Source: an optimization exercise on an open RTL-to-GDS flow (aim: small area and a short achievable clock period). Production flows keep margins and buffers that such runs may drop. In this exercise RTL edits were held to simulation tests only and were not proved equivalent to the original. Power figures rest on the tool's default switching activity, not on a simulated workload.

==> design.v <==
package vga_pkg;
  localparam int HSIZE = 64;
  localparam int HFP   = 68;
  localparam int HSP   = 72;
  localparam int HMAX  = 80;
  localparam int VSIZE = 24;
  localparam int VFP   = 25;
  localparam int VSP   = 27;
  localparam int VMAX  = 30;
  localparam logic HSPP = 1'b1;
  localparam logic VSPP = 1'b1;
  localparam int FRAME_LEFT   = 8;
  localparam int FRAME_RIGHT  = 56;
  localparam int FRAME_TOP    = 6;
  localparam int FRAME_BOTTOM = 18;
  localparam int FRAME_W      = FRAME_RIGHT - FRAME_LEFT;
  localparam int FRAME_H      = FRAME_BOTTOM - FRAME_TOP;
  localparam int PART_SIZE = FRAME_W * FRAME_H;
  localparam int RAM_DEPTH = 2 * PART_SIZE;
  localparam int SCAN_DELAY      = 4;
  localparam int RST_SCREEN_COLS = 16;
  localparam int SWAP_COL        = 8;
  typedef logic [11:0] coord_t;
  typedef logic [10:0] ram_addr_t;
  typedef logic [2:0]  pal_idx_t;
  typedef logic [5:0]  night_t;
  typedef logic [7:0]  chan_t;
  typedef logic [23:0] rgb_t;
endpackage
`timescale 1ns/1ps
import vga_pkg::*;
module scan_timing (
  input  logic            clk_vga,
  input  logic            rst_n,
  output logic [11:0] read_x,
  output logic [11:0] read_y,
  output logic [11:0] out_x,
  output logic [11:0] out_y,
  output logic            read_part,
  output logic            rst_screen,
  output logic            hsync,
  output logic            vsync,
  output logic            data_enable
);
  logic [11:0] line_x [0:SCAN_DELAY-1];
  logic [11:0] line_y [0:SCAN_DELAY-1];
  assign read_x = line_x[0];
  assign read_y = line_y[0];
  assign out_x  = line_x[SCAN_DELAY-1];
  assign out_y  = line_y[SCAN_DELAY-1];
  always_ff @(posedge clk_vga) begin
    if (!rst_n) begin
      for (int i = 0; i < SCAN_DELAY; i++) begin
        line_x[i] <= '0;
        line_y[i] <= '0;
      end
    end else begin
      if (line_x[0] == 12'(HMAX - 1)) begin
        line_x[0] <= '0;
        if (line_y[0] == 12'(VMAX - 1)) line_y[0] <= '0;
        else line_y[0] <= line_y[0] + 1'b1;
      end else begin
        line_x[0] <= line_x[0] + 1'b1;
      end
      for (int i = 1; i < SCAN_DELAY; i++) begin
        line_x[i] <= line_x[i-1];
        line_y[i] <= line_y[i-1];
      end
    end
  end
  assign rst_screen = (read_y == 12'(VSIZE)) && (read_x < 12'(RST_SCREEN_COLS));
  always_ff @(posedge clk_vga) begin
    if (!rst_n) begin
      hsync       <= !HSPP;
      vsync       <= !VSPP;
      data_enable <= 1'b0;
      read_part   <= 1'b0;
    end else begin
      hsync <= (out_x >= 12'(HFP) && out_x < 12'(HSP)) ? HSPP : !HSPP;
      vsync <= (out_y >= 12'(VFP) && out_y < 12'(VSP)) ? VSPP : !VSPP;
      data_enable <= (out_x < 12'(HSIZE)) && (out_y < 12'(VSIZE));
      if (read_y == 12'(VSIZE) && read_x == 12'(SWAP_COL)) read_part <= ~read_part;
    end
  end
endmodule
`timescale 1ns/1ps
import vga_pkg::*;
module pixel_writer (
  input  logic               clk_vga,
  input  logic               rst_n,
  input  logic               write_strobe,
  input  logic [11:0]    write_x,
  input  logic [11:0]    write_y,
  input  logic [2:0]  write_palette,
  input  logic               read_part,
  input  logic               rst_screen,
  input  logic               write_grant,
  output logic [10:0] wr_addr,
  output logic [2:0]  wr_data,
  output logic               write_busy
);
  logic      take;
  logic [10:0] back_base;
  logic [10:0] next_addr;
  assign take = write_strobe && !write_busy && !rst_screen
             && (write_palette != '0)
             && (write_x < 12'(FRAME_W))
             && (write_y < 12'(FRAME_H));
  assign back_base = read_part ? 11'(0) : 11'(PART_SIZE);
  assign next_addr = back_base + 11'(write_y * FRAME_W) + 11'(write_x);
  always_ff @(posedge clk_vga) begin
    if (!rst_n) begin
      write_busy <= 1'b0;
    end else if (take) begin
      write_busy <= 1'b1;
    end else if (write_grant) begin
      write_busy <= 1'b0;
    end
  end
  always_ff @(posedge clk_vga) begin
    if (take) begin
      wr_addr <= next_addr;
      wr_data <= write_palette;
    end
  end
endmodule
`timescale 1ns/1ps
import vga_pkg::*;
module frame_arbiter (
  input  logic               clk_vga,
  input  logic               rst_n,
  input  logic [11:0]    read_x,
  input  logic [11:0]    read_y,
  input  logic               read_part,
  input  logic               write_busy,
  input  logic [10:0] wr_addr,
  input  logic [2:0]  wr_data,
  output logic               write_grant,
  output logic [10:0] ram_addr,
  output logic [2:0]  ram_wdata,
  output logic               ram_we,
  output logic               read_valid
);
  logic      read_req;
  logic [11:0]    win_col;
  logic [11:0]    win_row;
  logic [10:0] rd_addr;
  assign read_req = (read_x >= 12'(FRAME_LEFT)) && (read_x < 12'(FRAME_RIGHT))
                 && (read_y >= 12'(FRAME_TOP)) && (read_y < 12'(FRAME_BOTTOM));
  assign win_col = read_x - 12'(FRAME_LEFT);
  assign win_row = read_y - 12'(FRAME_TOP);
  assign rd_addr = (read_part ? 11'(PART_SIZE) : 11'(0))
                 + 11'(win_row * FRAME_W) + 11'(win_col);
  assign write_grant = write_busy && !read_req;
  assign ram_addr    = read_req ? rd_addr : wr_addr;
  assign ram_wdata   = wr_data;
  assign ram_we      = write_grant;
  always_ff @(posedge clk_vga) begin
    if (!rst_n) read_valid <= 1'b0;
    else read_valid <= read_req;
  end
endmodule
`timescale 1ns/1ps
import vga_pkg::*;
module frame_ram (
  input  logic               clk_vga,
  input  logic [10:0] ram_addr,
  input  logic [2:0]  ram_wdata,
  input  logic               ram_we,
  output logic [2:0]  ram_rdata
);
  logic [2:0] mem [0:RAM_DEPTH-1];
  always_ff @(posedge clk_vga) begin
    if (ram_we) begin
      mem[ram_addr] <= ram_wdata;
    end
    ram_rdata <= mem[ram_addr];
  end
endmodule
`timescale 1ns/1ps
import vga_pkg::*;
module palette_shader (
  input  logic              clk_vga,
  input  logic              rst_n,
  input  logic [2:0] ram_rdata,
  input  logic              read_valid,
  input  logic [11:0]   out_x,
  input  logic [11:0]   out_y,
  input  logic [5:0]   night_rate,
  output logic [7:0]    red,
  output logic [7:0]    green,
  output logic [7:0]    blue
);
  logic [23:0] base_rgb;
  logic [23:0] win_rgb;
  logic [23:0] bg_rgb;
  logic in_window;
  logic visible;
  function automatic [23:0] palette(input [2:0] idx);
    case (idx)
      3'd0:    palette = 24'h000000;
      3'd1:    palette = 24'hFF0000;
      3'd2:    palette = 24'h00FF00;
      3'd3:    palette = 24'h0000FF;
      3'd4:    palette = 24'hFFFF00;
      3'd5:    palette = 24'h00FFFF;
      3'd6:    palette = 24'hFF00FF;
      default: palette = 24'hFFFFFF;
    endcase
  endfunction
  function automatic [7:0] dim_chan(input [7:0] c, input [5:0] n);
    reg [13:0] prod;
    begin
      prod = c * n;
      dim_chan = c - prod[13:6];
    end
  endfunction
  function automatic [23:0] dim_rgb(input [23:0] c, input [5:0] n);
    dim_rgb = {dim_chan(c[23:16], n), dim_chan(c[15:8], n), dim_chan(c[7:0], n)};
  endfunction
  always_ff @(posedge clk_vga) begin
    base_rgb <= read_valid ? palette(ram_rdata) : palette(3'd0);
  end
  always_ff @(posedge clk_vga) begin
    win_rgb <= dim_rgb(base_rgb, night_rate);
    bg_rgb  <= dim_rgb(palette(3'd7), night_rate);
  end
  assign in_window = (out_x >= 12'(FRAME_LEFT)) && (out_x < 12'(FRAME_RIGHT))
                  && (out_y >= 12'(FRAME_TOP)) && (out_y < 12'(FRAME_BOTTOM));
  assign visible   = (out_x < 12'(HSIZE)) && (out_y < 12'(VSIZE));
  always_ff @(posedge clk_vga) begin
    if (!rst_n) begin
      {red, green, blue} <= '0;
    end else if (in_window) begin
      {red, green, blue} <= win_rgb;
    end else if (visible) begin
      {red, green, blue} <= bg_rgb;
    end else begin
      {red, green, blue} <= '0;
    end
  end
endmodule
`timescale 1ns/1ps
import vga_pkg::*;
module vga_top (
  input  logic              clk_vga,
  input  logic              rst_n,
  input  logic              write_strobe,
  input  logic [11:0]   write_x,
  input  logic [11:0]   write_y,
  input  logic [2:0] write_palette,
  input  logic [5:0]   night_rate,
  output logic              write_busy,
  output logic              rst_screen,
  output logic              hsync,
  output logic              vsync,
  output logic              data_enable,
  output logic [7:0]    red,
  output logic [7:0]    green,
  output logic [7:0]    blue
);
  logic [11:0]    read_x;
  logic [11:0]    read_y;
  logic [11:0]    out_x;
  logic [11:0]    out_y;
  logic      read_part;
  logic      write_grant;
  logic      ram_we;
  logic      read_valid;
  logic [10:0] wr_addr;
  logic [10:0] ram_addr;
  logic [2:0]  wr_data;
  logic [2:0]  ram_wdata;
  logic [2:0]  ram_rdata;
  scan_timing u_scan (
    .clk_vga     (clk_vga),
    .rst_n       (rst_n),
    .read_x      (read_x),
    .read_y      (read_y),
    .out_x       (out_x),
    .out_y       (out_y),
    .read_part   (read_part),
    .rst_screen  (rst_screen),
    .hsync       (hsync),
    .vsync       (vsync),
    .data_enable (data_enable)
  );
  pixel_writer u_writer (
    .clk_vga       (clk_vga),
    .rst_n         (rst_n),
    .write_strobe  (write_strobe),
    .write_x       (write_x),
    .write_y       (write_y),
    .write_palette (write_palette),
    .read_part     (read_part),
    .rst_screen    (rst_screen),
    .write_grant   (write_grant),
    .wr_addr       (wr_addr),
    .wr_data       (wr_data),
    .write_busy    (write_busy)
  );
  frame_arbiter u_arb (
    .clk_vga     (clk_vga),
    .rst_n       (rst_n),
    .read_x      (read_x),
    .read_y      (read_y),
    .read_part   (read_part),
    .write_busy  (write_busy),
    .wr_addr     (wr_addr),
    .wr_data     (wr_data),
    .write_grant (write_grant),
    .ram_addr    (ram_addr),
    .ram_wdata   (ram_wdata),
    .ram_we      (ram_we),
    .read_valid  (read_valid)
  );
  frame_ram u_ram (
    .clk_vga   (clk_vga),
    .ram_addr  (ram_addr),
    .ram_wdata (ram_wdata),
    .ram_we    (ram_we),
    .ram_rdata (ram_rdata)
  );
  palette_shader u_shader (
    .clk_vga    (clk_vga),
    .rst_n      (rst_n),
    .ram_rdata  (ram_rdata),
    .read_valid (read_valid),
    .out_x      (out_x),
    .out_y      (out_y),
    .night_rate (night_rate),
    .red        (red),
    .green      (green),
    .blue       (blue)
  );
endmodule
==> run.sh <==
#!/bin/bash
# synth_recipe.tcl (not shown) runs the flow's synth.tcl, then flattens the netlist and writes it again
# the make line also repeats each setting of config.mk as NAME=value (left out here)
make -C /OpenROAD-flow-scripts/flow DESIGN_CONFIG=/design/flow/config.mk WORK_HOME=/design/flow/orfs CLKGATE_MAP_FILE= SYNTH_SCRIPT=/design/flow/synth_recipe.tcl finish
==> config.mk <==
export PLATFORM = sky130hd
export DESIGN_NAME = vga_top
export DESIGN_NICKNAME = vga_top
export VERILOG_FILES = /design/flow/design.v
export SDC_FILE = /design/flow/constraint.sdc
export NUM_CORES = 4
export LEC_CHECK = 0
export CAP_MARGIN = 20
export CORE_MARGIN = 2
export CORE_UTILIZATION = 25
export PLACE_DENSITY = 0.45
export SLEW_MARGIN = 20
==> constraint.sdc <==
create_clock -name core_clock -period 6.5 [get_ports {clk_vga}]
set_input_delay 1.3000 -clock core_clock [delete_from_list [all_inputs] [get_ports {clk_vga}]]
set_output_delay 1.3000 -clock core_clock [all_outputs]
set_load 0.01 [all_outputs]
==> impl_metrics.toml <==
[outcome]
status = "complete, no violations"

[finish]
syn_to_final_growth_pct = 16.14
stdcell_area_um2 = 187900
nNetsFinal = 13120
drive_above_1_share_pct = 9.317

[synthesis]
ys.flop_type = "edfxtp_1"
synthArstFlopShare_pct = 0
syn_inst = 12841
synth_most_common_cell = "edfxtp_1"
synth_seq_area_share_pct = 66.36
yosysTopAreaCell = "edfxtp_1"
ys_top_cells_by_area = "edfxtp_1, mux2i_1, nand2_1"
ys_ff_latch = 3628
synth_edf_count = 3470
yosys_warnings = 7
synth_commonest_cells = "edfxtp_1, nand2_1, mux2i_1"
syn-cell-area_um2 = 161800
synth.top_cell.area_share_pct = 64.40
syn_nets = 13075
ys_types = 71
avgSynthCellArea_um2 = 12.60

[worst_setup_path]
worstPathMaxFanout = 61
cp.arrival_ns = 7.17
crit_buf_inv = 6
start_kind = "flip-flop"
cp_top_family = "compound AO/OA/AOI/OAI gates"
rrSetupSlack_ns = 0.23
endpoint_kind = "flip-flop"
cp_cell_sequence = "ha_1, nand2b_1, a21oi_1, o2111a_4, buf_12, buf_12, buf_4, mux2i_1, nor4_1, o22ai_1, nor4_1, o22ai_1, nor4_1, buf_4, o22ai_1, buf_12, a2111o_1, buf_4"
cp.depth = 18
r2r_cells = 18
max_stage_delay_ns = 0.68
worst-setup-path-type = "reg -> reg"
cp.required_ns = 7.40
slowest_stage = "nor4_1"

[floorplan]
rows = 295
start_util_pct = 25.08
die_h_um = 808.5
fp.coreArea_um2 = 645200
die_x_um = 808.5
die_area_um2 = 653600
io-pin-count = 65

[timing]
fin_crit_sh_pct = 96.43
finalMaxSlewViolations = 0
tightest_slew_ns = 1.252
relSlewSlack_pct = 16.47
finalHoldViolCount = 0
final-setup-viol-count = 0
rsz0062_at_grt = "no"
fmax_ghz = 0.1595
setup_ws_ns = 0.2318
layout_min_cycle_time_ns = 6.268
fin_skew_ns = 0.03593
fin_tns_setup_ns = 0

[placement]
dpl.hpwl_mm = 331.2
io_buffers = 64
place_worst_setup_slack_ns = 0.06231
placed_area_um2 = 175600
gp_congestion = 0.7902

[clock_tree]
hold_buffers = 0
clk_pin_slew_ns = 0.06
clock-root-buffer = "clkbuf_16"
h-tree-depth = 5
clk_path_buf_depth = 4
cts_tree = "built"
clk_latency_ns = 1.02
clkSinkCount = 3628
cts_buffers = 390

[drt]
ant_nets = 0
drc = 0
via_per_inst = 4.945
wire_per_inst_um = 26.45
drt-initial-drc-count = 11925
wl_mm = 577.2
first_pass_iters = 9
vias = 107888

[run]
drv_cap = 0

[grt]
grt-ovfl-total = 0
antenna_found_initial = 50
grt_max_degree = 183
grt_pass1_vias = 105303
grt_pass1_wl_mm = 812.6
gr-usage-all-layers_pct = 16.90

[power_and_ir_drop]
power_density_nw_per_um2 = 258.1
peakVddDrop_uv = 250.8
power_leakage_nw = 59.39
total_power_mw = 48.50

[hold_path]
hold_class = "reg -> reg"
whs_path_depth = 1
==> metrics by stage <==
stage          util (%)  hold slack (ns)  cells
3_3_place_gp      27.21           0.4132  21105
6_report          29.12           0.4314  21819
2_1_floorplan         -           0.4115  12841
3_5_place_dp      27.22           0.4169  21107
5_1_grt           29.12           0.4404  21816
4_1_cts           29.12           0.4296  21815
==> path summary, 6_finish.rpt <==
kind	endpoint	from
max reg2reg	u_ram.ram_rdata[0]$_DFF_P_	u_scan.line_y[0][1]$_SDFFE_PN0P_
min reg2reg	u_scan.line_y[2][6]$_SDFF_PN0_	u_scan.line_y[1][6]$_SDFF_PN0_
min	u_scan.line_y[2][6]$_SDFF_PN0_	u_scan.line_y[1][6]$_SDFF_PN0_
max	u_ram.ram_rdata[0]$_DFF_P_	u_scan.line_y[0][1]$_SDFFE_PN0P_
==> power by group <==
| part | switching, mW | total (mW) | leakage (nW) | internal, mW |
|---|---|---|---|---|
| sequential | 0.0265 | 25.3 | 32.5 | 25.3 |
| clock | 9.73 | 22.1 | 6.05 | 12.4 |
| combinational | 0.670 | 1.06 | 20.9 | 0.393 |
==> registers in the layout (all words and copies together), names as in the netlist <==
register	cells
u_shader.red	8
u_shader.bg_rgb	8
u_writer.wr_addr	11
u_ram.mem	3456
u_shader.base_rgb	3
u_scan.read_part	1
u_scan.vsync	1
u_writer.wr_data	3
u_scan.line_x	42
u_scan.data_enable	1
u_ram.ram_rdata	3
u_scan.hsync	1
u_shader.green	8
u_arb.read_valid	1
u_scan.line_y	48
u_shader.blue	8
u_shader.win_rgb	24
u_writer.write_busy	1
==> routing by layer <==
layer  routed length [um]  part of all wire, %  vias up  global-route usage [%]
met5                   13               0.0023        -                       0
met4                14330                  2.5        2                   3.984
met2               263300                   46     3763                   27.07
li1                     -                    -    47896                       -
met1               263400                   46    55556                   24.32
met3                36220                  6.3      671                   2.145
==> cell usage in the layout, fill, tap and decap left out, types with 32 or more instances in the layout <==
cell	Yosys	routed
edfxtp_1	3470	3470
nand2_1	2683	2657
a21oi_1	414	413
a22oi_1	700	700
xnor2_1	71	71
clkbuf_16	0	405
o22ai_1	217	217
o41ai_1	106	106
xor2_1	42	42
clkinv_2	0	75
a22o_1	182	182
clkdlybuf4s50_1	0	63
mux2i_1	1269	1263
buf_4	77	453
and2_1	86	85
a2111oi_0	63	63
clkbuf_1	614	77
a21boi_0	32	32
dfxtp_1	158	158
inv_1	157	157
fa_1	54	54
buf_12	5	147
clkinv_1	0	92
ha_1	144	144
nor2_1	1213	1206
o2111ai_1	36	35
nor4_1	299	293
a221oi_1	182	182
==> final cells by class <==
type                    count  area [um^2]
diodes                      4        10.01
clock buffers             487        10480
clock inverters           221         1800
fillers                 65533       457300
inverters                 157        589.3
multi-input cells        8043        49880
flip-flops and latches   3628       107400
well taps                8613        10780
repair buffers            666         7005
==> logic make-up after synthesis <==
family / count (synthesis) / share of synthesized area [%]
compound gates: 2039 / 9.091
flops: 3628 / 66.36
buf+inv: 1170 / 3.185
mux: 1278 / 7.919
xor+xnor: 113 / 0.6117
fa+ha+maj: 198 / 1.782
simple gates: 4415 / 11.05
==> what timing repair did <==
action | 4_1_cts | 5_1_grt
endpoints found under the setup margin | 0 | 1
resized for setup | 0 | 1
buffers inserted | 0 | 0
endpoints found under the hold margin | 0 | 0

==> re-timing with driven ports <==
Ports are ideal in the flow. The routed layout listed here was re-timed in OpenROAD. Step 1 (the two cells are an assumption about what drives the block):
set clk [get_ports {clk_vga}]
set_driving_cell -lib_cell sky130_fd_sc_hd__clkbuf_16 $clk
set_driving_cell -lib_cell sky130_fd_sc_hd__buf_2 [delete_from_list [all_inputs] $clk]
Step 2 adds t to the input delays and takes it off the output delays; t is the mean of the earliest and latest rising clock arrival at the registers after step 1. Input paths then give back, and output paths get back, about the clock's delay inside the block. Slacks: ideal ports / drivers / drivers and shift; pairs: ideal ports / drivers.
t (ns): 1.118
setup WS [ns]: 0.232 / 0.232 / 0.048
worst hold slack (ns): 0.431 / 0.431 / 0.431
worst setup path at the end: input to register
clock arrival spread, ns: 0.047 / 0.047
After both steps setup and hold are still met in this run. For this run, drivers alone change the setup slack by 0.000 ns; drivers and shift together by -0.184 ns.
